This design comes from an exercise in tuning for small area and few clock cycles per item on the open sky130 flow, not from production work. At most, simulation tests tie the RTL to the original design; equivalence was not proved. Power is estimated from default activity; no workload was simulated.

// threshold_outer_boundary_marker
module threshold_outer_boundary_marker (
  input  wire logic clk,
  input  wire logic rst_n,
  input  wire logic                           in_valid,
  output logic                                in_ready,
  input  wire logic [tobm_pkg::CH_W-1:0]      in_red,
  input  wire logic [tobm_pkg::CH_W-1:0]      in_green,
  input  wire logic [tobm_pkg::CH_W-1:0]      in_blue,
  input  wire logic                           in_flush,
  output logic                                out_valid,
  input  wire logic                           out_ready,
  output logic                                out_edge,
  output logic [tobm_pkg::COLUMN_W-1:0]       out_column,
  output logic                                out_frame_end,
  input  wire logic                           cfg_valid,
  output logic                                cfg_ready,
  input  wire logic [tobm_pkg::CFG_IDX_W-1:0]  cfg_index,
  input  wire logic [tobm_pkg::CFG_DATA_W-1:0] cfg_data
);
Size in the first run: roughly 1600 flip-flops, roughly 58 I/O pins, about 0.050 mm² of cells after synthesis.
clock: 8.0 ns
lec_check: 0
cap_margin: 35
core_margin: 2
core_utilization: 40
place_density: 0.6
slew_margin: 45
run.sh (not shown) runs the stock make flow with config.mk's settings and CLKGATE_MAP_FILE= SYNTH_SCRIPT=/design/flow/synth_recipe.tcl, a recipe that flattens the netlist after the stock synthesis.
Testbench counts at the start, summed over its fixed seeds: cycles 70,032, pixels 70,024.
Next try:
CTS_BUF_LIST = sky130_fd_sc_hd__clkbuf_8   (was unset)
CTS_CLUSTER_DIAMETER = 60   (was unset)
CTS_CLUSTER_SIZE = 20   (was unset)
Via count goes down by 2.7%.
Power goes down by 19%.
Global-route usage goes down by 0.45 points.
Worst hold slack gains 0.0056 ns.

---

Starting RTL as in the previous note.
make LEC_CHECK=0 CAP_MARGIN=35 CORE_MARGIN=2 CORE_UTILIZATION=40 CTS_BUF_LIST=sky130_fd_sc_hd__clkbuf_8 CTS_CLUSTER_SIZE=40 PLACE_DENSITY=0.6 SLEW_MARGIN=45 finish   # period 8.0 ns
The baseline produced a clean layout.
Testbench counts at the start, summed over its fixed seeds: cycles 70,032, pixels 70,024.
==> next run, changes <==
- CTS_BUF_LIST: sky130_fd_sc_hd__clkbuf_8 -> sky130_fd_sc_hd__clkbuf_4
- CTS_CLUSTER_DIAMETER: default -> 30
- CTS_CLUSTER_SIZE: 40 -> 10
Routed wire length grows by about 0.3%.
Worst hold slack loses 16 ps.
Cell area came out lower by 0.54%.

---

Another version of the RTL of threshold_outer_boundary_marker (not shown whole).
For scale: about 2500 cells after synthesis, ~39000 sq um of cells after synthesis.
Design threshold_outer_boundary_marker, start of the top module:
module threshold_outer_boundary_marker (
  input  wire logic clk,
  input  wire logic rst_n,
  input  wire logic                           in_valid,
  output logic                                in_ready,
  input  wire logic [tobm_pkg::CH_W-1:0]      in_red,
  input  wire logic [tobm_pkg::CH_W-1:0]      in_green,
  input  wire logic [tobm_pkg::CH_W-1:0]      in_blue,
  input  wire logic                           in_flush,
  output logic                                out_valid,
  input  wire logic                           out_ready,
  output logic                                out_edge,
  output logic [tobm_pkg::COLUMN_W-1:0]       out_column,
  output logic                                out_frame_end,
  input  wire logic                           cfg_valid,
  output logic                                cfg_ready,
  input  wire logic [tobm_pkg::CFG_IDX_W-1:0]  cfg_index,
  input  wire logic [tobm_pkg::CFG_DATA_W-1:0] cfg_data
);
Settings: LEC_CHECK=0, CAP_MARGIN=35, CORE_MARGIN=2, CORE_UTILIZATION=65, CTS_BUF_LIST=sky130_fd_sc_hd__clkbuf_8, CTS_CLUSTER_DIAMETER=50, CTS_CLUSTER_SIZE=16, PLACE_DENSITY=0.8, SLEW_MARGIN=45, SYNTH_HIERARCHICAL=1, SYNTH_MINIMUM_KEEP_SIZE=0; clock period 8.0 ns.
standard.sh (not shown) runs the stock make flow with config.mk's settings and CLKGATE_MAP_FILE= SYNTH_SCRIPT=/design/flow/synth_recipe.tcl, a recipe that flattens the netlist after the stock synthesis.
==> flow/flow/run.sh <==
#!/bin/bash
# The standard layout (the standard.sh: ORFS synthesis to finish, same
# settings), except that the port buffers are the smallest buffer cell,
# buf_1, instead of the cell ORFS picks. Every port still gets its buffer.
set -euo pipefail
bash standard.sh 'BUFFER_PORTS_ARGS=-buffer_cell sky130_fd_sc_hd__buf_1' finish > standard.log 2>&1
Then changed:
ABC_AREA = 1   (was not set)
Cell area increases by about 1.8%.
Die area increases by about 1.4%.
Worst hold slack is worse by 0.0039 ns.
Combinational power decreases by 39%.
Maximum frequency increases by 8.8%.
Global-route usage increases by 0.48 points.
Function was not checked in any run of this note: the RTL went through the layout flow alone.

---

Setup of try-lagoon:
threshold_outer_boundary_marker, a different RTL version from the one above (not shown whole).
For scale: about 58 I/O pins, about 0.039 mm² of cells after synthesis.
clock: 8.0 ns
lec_check: 0
abc_area: 1
cap_margin: 35
core_margin: 2
core_utilization: 65
cts_buf_list: sky130_fd_sc_hd__clkbuf_8
cts_cluster_diameter: 50
cts_cluster_size: 16
place_density: 0.8
slew_margin: 45
run.sh (not shown) runs the stock make flow with config.mk's settings and CLKGATE_MAP_FILE= SYNTH_SCRIPT=/design/flow/synth_recipe.tcl, a recipe that flattens the netlist after the stock synthesis.
Stock flow here: none of the scripts above is used.
try-lagoon finished all stages; the layout is clean.
Testbench counts of try-lagoon, summed over its fixed seeds: cycles 70,032, pixels 70,024.
> inputs changed (try-lagoon -> try-juniper)
- CTS_CLUSTER_DIAMETER: 50 -> 60
- CTS_CLUSTER_SIZE: 16 -> 30
- CTS_BUF_LIST: sky130_fd_sc_hd__clkbuf_8 -> sky130_fd_sc_hd__clkbuf_16
Notes after the runs:
There was hardly any difference in leakage dissipation between try-lagoon and try-juniper.
NOTE routed wire length try-lagoon->try-juniper increased slightly
Compared with try-lagoon, in try-juniper part of the power in the clock network picked up an extra 1.5 points; multi-input combinational cell area neither gained nor lost much.
[inputs] try-sierra vs try-juniper
- a change of CTS_CLUSTER_DIAMETER from 60 to 40
- a change of CTS_BUF_LIST from sky130_fd_sc_hd__clkbuf_16 to sky130_fd_sc_hd__clkbuf_8
- a change of CTS_CLUSTER_SIZE from 30 to 20
- a deleted ABC_AREA that had been 1
- a change of PLACE_DENSITY from 0.8 to 0.85
- a change of CORE_UTILIZATION from 65 to 70
Findings:
- Having completed the whole flow, try-sierra delivered a layout that passed the timing, DRC and antenna checks.
- Between try-juniper and try-sierra, the flow reports leakage power total increasing slightly.
- The estimated power of try-sierra ends up lower than the estimate for try-juniper.
- Delta (try-sierra minus try-juniper): worst setup slack now sits higher; clock-buffer cell count now sits higher.
Setup changes, try-sierra to try-garnet
- a change of CORE_UTILIZATION from 70 to 65
- a change of CTS_CLUSTER_DIAMETER from 40 to 50
- a change of CTS_CLUSTER_SIZE from 20 to 16
- a change of PLACE_DENSITY from 0.85 to 0.8
### Flow results
Having completed the whole flow, try-garnet delivered a layout that passed the timing, DRC and antenna checks.
Between try-sierra and try-garnet, total power decreased.
Sequential share of layout area for try-garnet is higher than for try-sierra.
Wire: try-garnet routes less than try-sierra
Across both runs, hold slack was higher for try-garnet than for try-sierra.
try-sierra → try-garnet: number of global-route vias before repair saw a decrease; transition time of the tightest slew-check pin saw a decrease.
diff inputs: try-garnet => try-pepper
- setting ABC_AREA to 1 for the first time
==> flow/flow/run.sh (new file) <==
#!/bin/bash
# The standard layout (the standard.sh: ORFS synthesis to finish, same
# settings), except that the port buffers are the smallest buffer cell,
# buf_1, instead of the cell ORFS picks. Every port still gets its buffer.
set -euo pipefail
bash standard.sh 'BUFFER_PORTS_ARGS=-buffer_cell sky130_fd_sc_hd__buf_1' finish > standard.log 2>&1
==> flow/standard.sh (new file) <==
#!/bin/bash
# synth_recipe.tcl (not shown) runs the flow's synth.tcl, then flattens the netlist and writes it again
# the make line also repeats each setting of config.mk as NAME=value (left out here)
make -C /OpenROAD-flow-scripts/flow DESIGN_CONFIG=/design/flow/config.mk WORK_HOME=/design/flow/orfs CLKGATE_MAP_FILE= SYNTH_SCRIPT=/design/flow/synth_recipe.tcl "${@:-finish}"
removed: flow/run.sh
Results
- Comparing try-garnet and try-pepper, fraction of area in clock buffers and inverters is higher on try-pepper.
- [compare] base=try-garnet new=try-pepper: cell area after technology mapping fell by 310 µm², total vias in the final route went up 362, final cycle utilization of the critical path went up 2.3 points, violation count after the first detailed-routing iteration went up by 559, worst reg2reg path depth grew by 11.

---

Another version of the RTL of threshold_outer_boundary_marker (not shown whole).
For scale: roughly 2400 cells after synthesis, ~58 I/O pins, ~0.038 sq mm of cells after synthesis.
clock: 8.0 ns
lec_check: 0
cap_margin: 35
core_margin: 2
core_utilization: 65
cts_buf_list: sky130_fd_sc_hd__clkbuf_8
cts_cluster_diameter: 50
cts_cluster_size: 16
place_density: 0.8
slew_margin: 45
synth_hierarchical: 1
synth_minimum_keep_size: 0
standard.sh (not shown) runs the stock make flow with config.mk's settings and CLKGATE_MAP_FILE= SYNTH_SCRIPT=/design/flow/synth_recipe.tcl, a recipe that flattens the netlist after the stock synthesis.
==> flow/flow/run.sh <==
#!/bin/bash
# The standard layout (the standard.sh: ORFS synthesis to finish, same
# settings), except that the port buffers are the smallest buffer cell,
# buf_1, instead of the cell ORFS picks. Every port still gets its buffer.
set -euo pipefail
bash standard.sh 'BUFFER_PORTS_ARGS=-buffer_cell sky130_fd_sc_hd__buf_1' finish > standard.log 2>&1
Testbench counts at the start, summed over its fixed seeds: cycles 70,032, pixels 70,024.
==> next run, changes <==
--- a/flow/config.mk
+++ b/flow/config.mk
@@ -10,5 +10,5 @@
 export CORE_UTILIZATION = 65
 export CTS_BUF_LIST = sky130_fd_sc_hd__clkbuf_8
-export CTS_CLUSTER_DIAMETER = 50
+export CTS_CLUSTER_DIAMETER = 40
 export CTS_CLUSTER_SIZE = 16
 export PLACE_DENSITY = 0.8
=> Synthesized area is unchanged. First-iteration DRC count grows by 1.8%. Design area rose by 0.66%. Setup slack improves by 0.034 ns. Synthesized cell count does not change. Core utilization went up by 0.47 points. Total power increases by 1.9%. Clock skew rises by 0.018 ns.
==> next run, changes <==
--- a/flow/config.mk
+++ b/flow/config.mk
@@ -10,6 +10,6 @@
 export CORE_UTILIZATION = 65
 export CTS_BUF_LIST = sky130_fd_sc_hd__clkbuf_8
-export CTS_CLUSTER_DIAMETER = 40
-export CTS_CLUSTER_SIZE = 16
+export CTS_CLUSTER_DIAMETER = 45
+export CTS_CLUSTER_SIZE = 20
 export PLACE_DENSITY = 0.8
 export SLEW_MARGIN = 45
Result: Synthesized cell count is unchanged; wire length grows by about 2.7%; cell area climbs by 0.76%; clock skew fell by 0.010 ns; total power came out higher by about 2.4%; fmax climbs by 0.37%; setup slack gets better by 0.022 ns; sequential power is about the same.
==> next run, changes <==
--- a/flow/config.mk
+++ b/flow/config.mk
@@ -8,9 +8,9 @@
 export CAP_MARGIN = 35
 export CORE_MARGIN = 2
-export CORE_UTILIZATION = 65
+export CORE_UTILIZATION = 60
 export CTS_BUF_LIST = sky130_fd_sc_hd__clkbuf_8
-export CTS_CLUSTER_DIAMETER = 45
-export CTS_CLUSTER_SIZE = 20
-export PLACE_DENSITY = 0.8
+export CTS_CLUSTER_DIAMETER = 50
+export CTS_CLUSTER_SIZE = 16
+export PLACE_DENSITY = 0.75
 export SLEW_MARGIN = 45
 export SYNTH_HIERARCHICAL = 1
=> Setup slack got worse by 0.077 ns. Non-clock buffer count grows by 1. Sequential share of layout area grows by 1.1 points. Wire length shrinks by roughly a tenth. Synthesized cell count is unchanged. Sequential cell count does not change. Utilization shrinks by 6.8 points. Via count shrinks slightly. Cell count grows slightly.

==> afterwards: timing with drivers on the ports <==
Ports are ideal in the flow. The routed layouts listed here were re-timed in OpenROAD. Step 1 (the two cells are an assumption about what drives the block):
set clk [get_ports {clk}]
set_driving_cell -lib_cell sky130_fd_sc_hd__clkbuf_16 $clk
set_driving_cell -lib_cell sky130_fd_sc_hd__buf_2 [delete_from_list [all_inputs] $clk]
Step 2, shift: input delay + t, output delay - t, t = (earliest + latest rising clock arrival at the registers) / 2. This alone moves slack from input paths to output paths. Slacks: ideal / step 1 / step 2; pairs: ideal / step 1.
run | t (ns) | slack for setup (ns) | worst hold slack (ns) | clock arrival spread, ns
the first run of note 1 | 0.786 | 2.132 / 2.176 / 1.390 | 0.405 / 0.405 / 0.405 | 0.034 / 0.035
the second run of note 1 | 0.793 | 2.168 / 2.204 / 1.411 | 0.410 / 0.410 / 0.410 | 0.037 / 0.038
the first run of note 2 | 0.921 | 2.274 / 2.311 / 1.389 | 0.383 / 0.383 / 0.383 | 0.043 / 0.043
the second run of note 2 | 1.136 | 2.508 / 2.543 / 1.407 | 0.366 / 0.366 / 0.366 | 0.100 / 0.100
the first run of note 3 | 0.784 | 1.960 / 1.989 / 1.205 | 0.313 / 0.313 / 0.313 | 0.035 / 0.035
the second run of note 3 | 0.804 | 2.449 / 2.479 / 1.674 | 0.309 / 0.309 / 0.309 | 0.061 / 0.061
try-lagoon | 0.786 | 2.022 / 2.049 / 1.263 | 0.308 / 0.308 / 0.308 | 0.049 / 0.049
try-juniper | 0.682 | 1.925 / 1.955 / 1.273 | 0.313 / 0.313 / 0.313 | 0.036 / 0.035
try-sierra | 0.792 | 2.597 / 2.604 / 1.831 | 0.290 / 0.290 / 0.290 | 0.062 / 0.062
try-garnet | 0.794 | 2.593 / 2.628 / 1.834 | 0.314 / 0.314 / 0.314 | 0.043 / 0.042
try-pepper | 0.784 | 2.410 / 2.447 / 1.663 | 0.303 / 0.303 / 0.303 | 0.047 / 0.047
the first run of note 5 | 0.784 | 2.054 / 2.084 / 1.301 | 0.318 / 0.318 / 0.318 | 0.041 / 0.041
the second run of note 5 | 0.794 | 2.088 / 2.118 / 1.324 | 0.296 / 0.296 / 0.296 | 0.060 / 0.061
the third run of note 5 | 0.798 | 2.110 / 2.140 / 1.341 | 0.309 / 0.309 / 0.309 | 0.057 / 0.057
the fourth run of note 5 | 0.778 | 2.032 / 2.055 / 1.276 | 0.301 / 0.301 / 0.301 | 0.052 / 0.051
After both steps setup and hold are still met in every run listed. The setup slack of the second run of note 2, which loses most, moves by +0.035 ns with the drivers and by -1.101 ns with both steps.
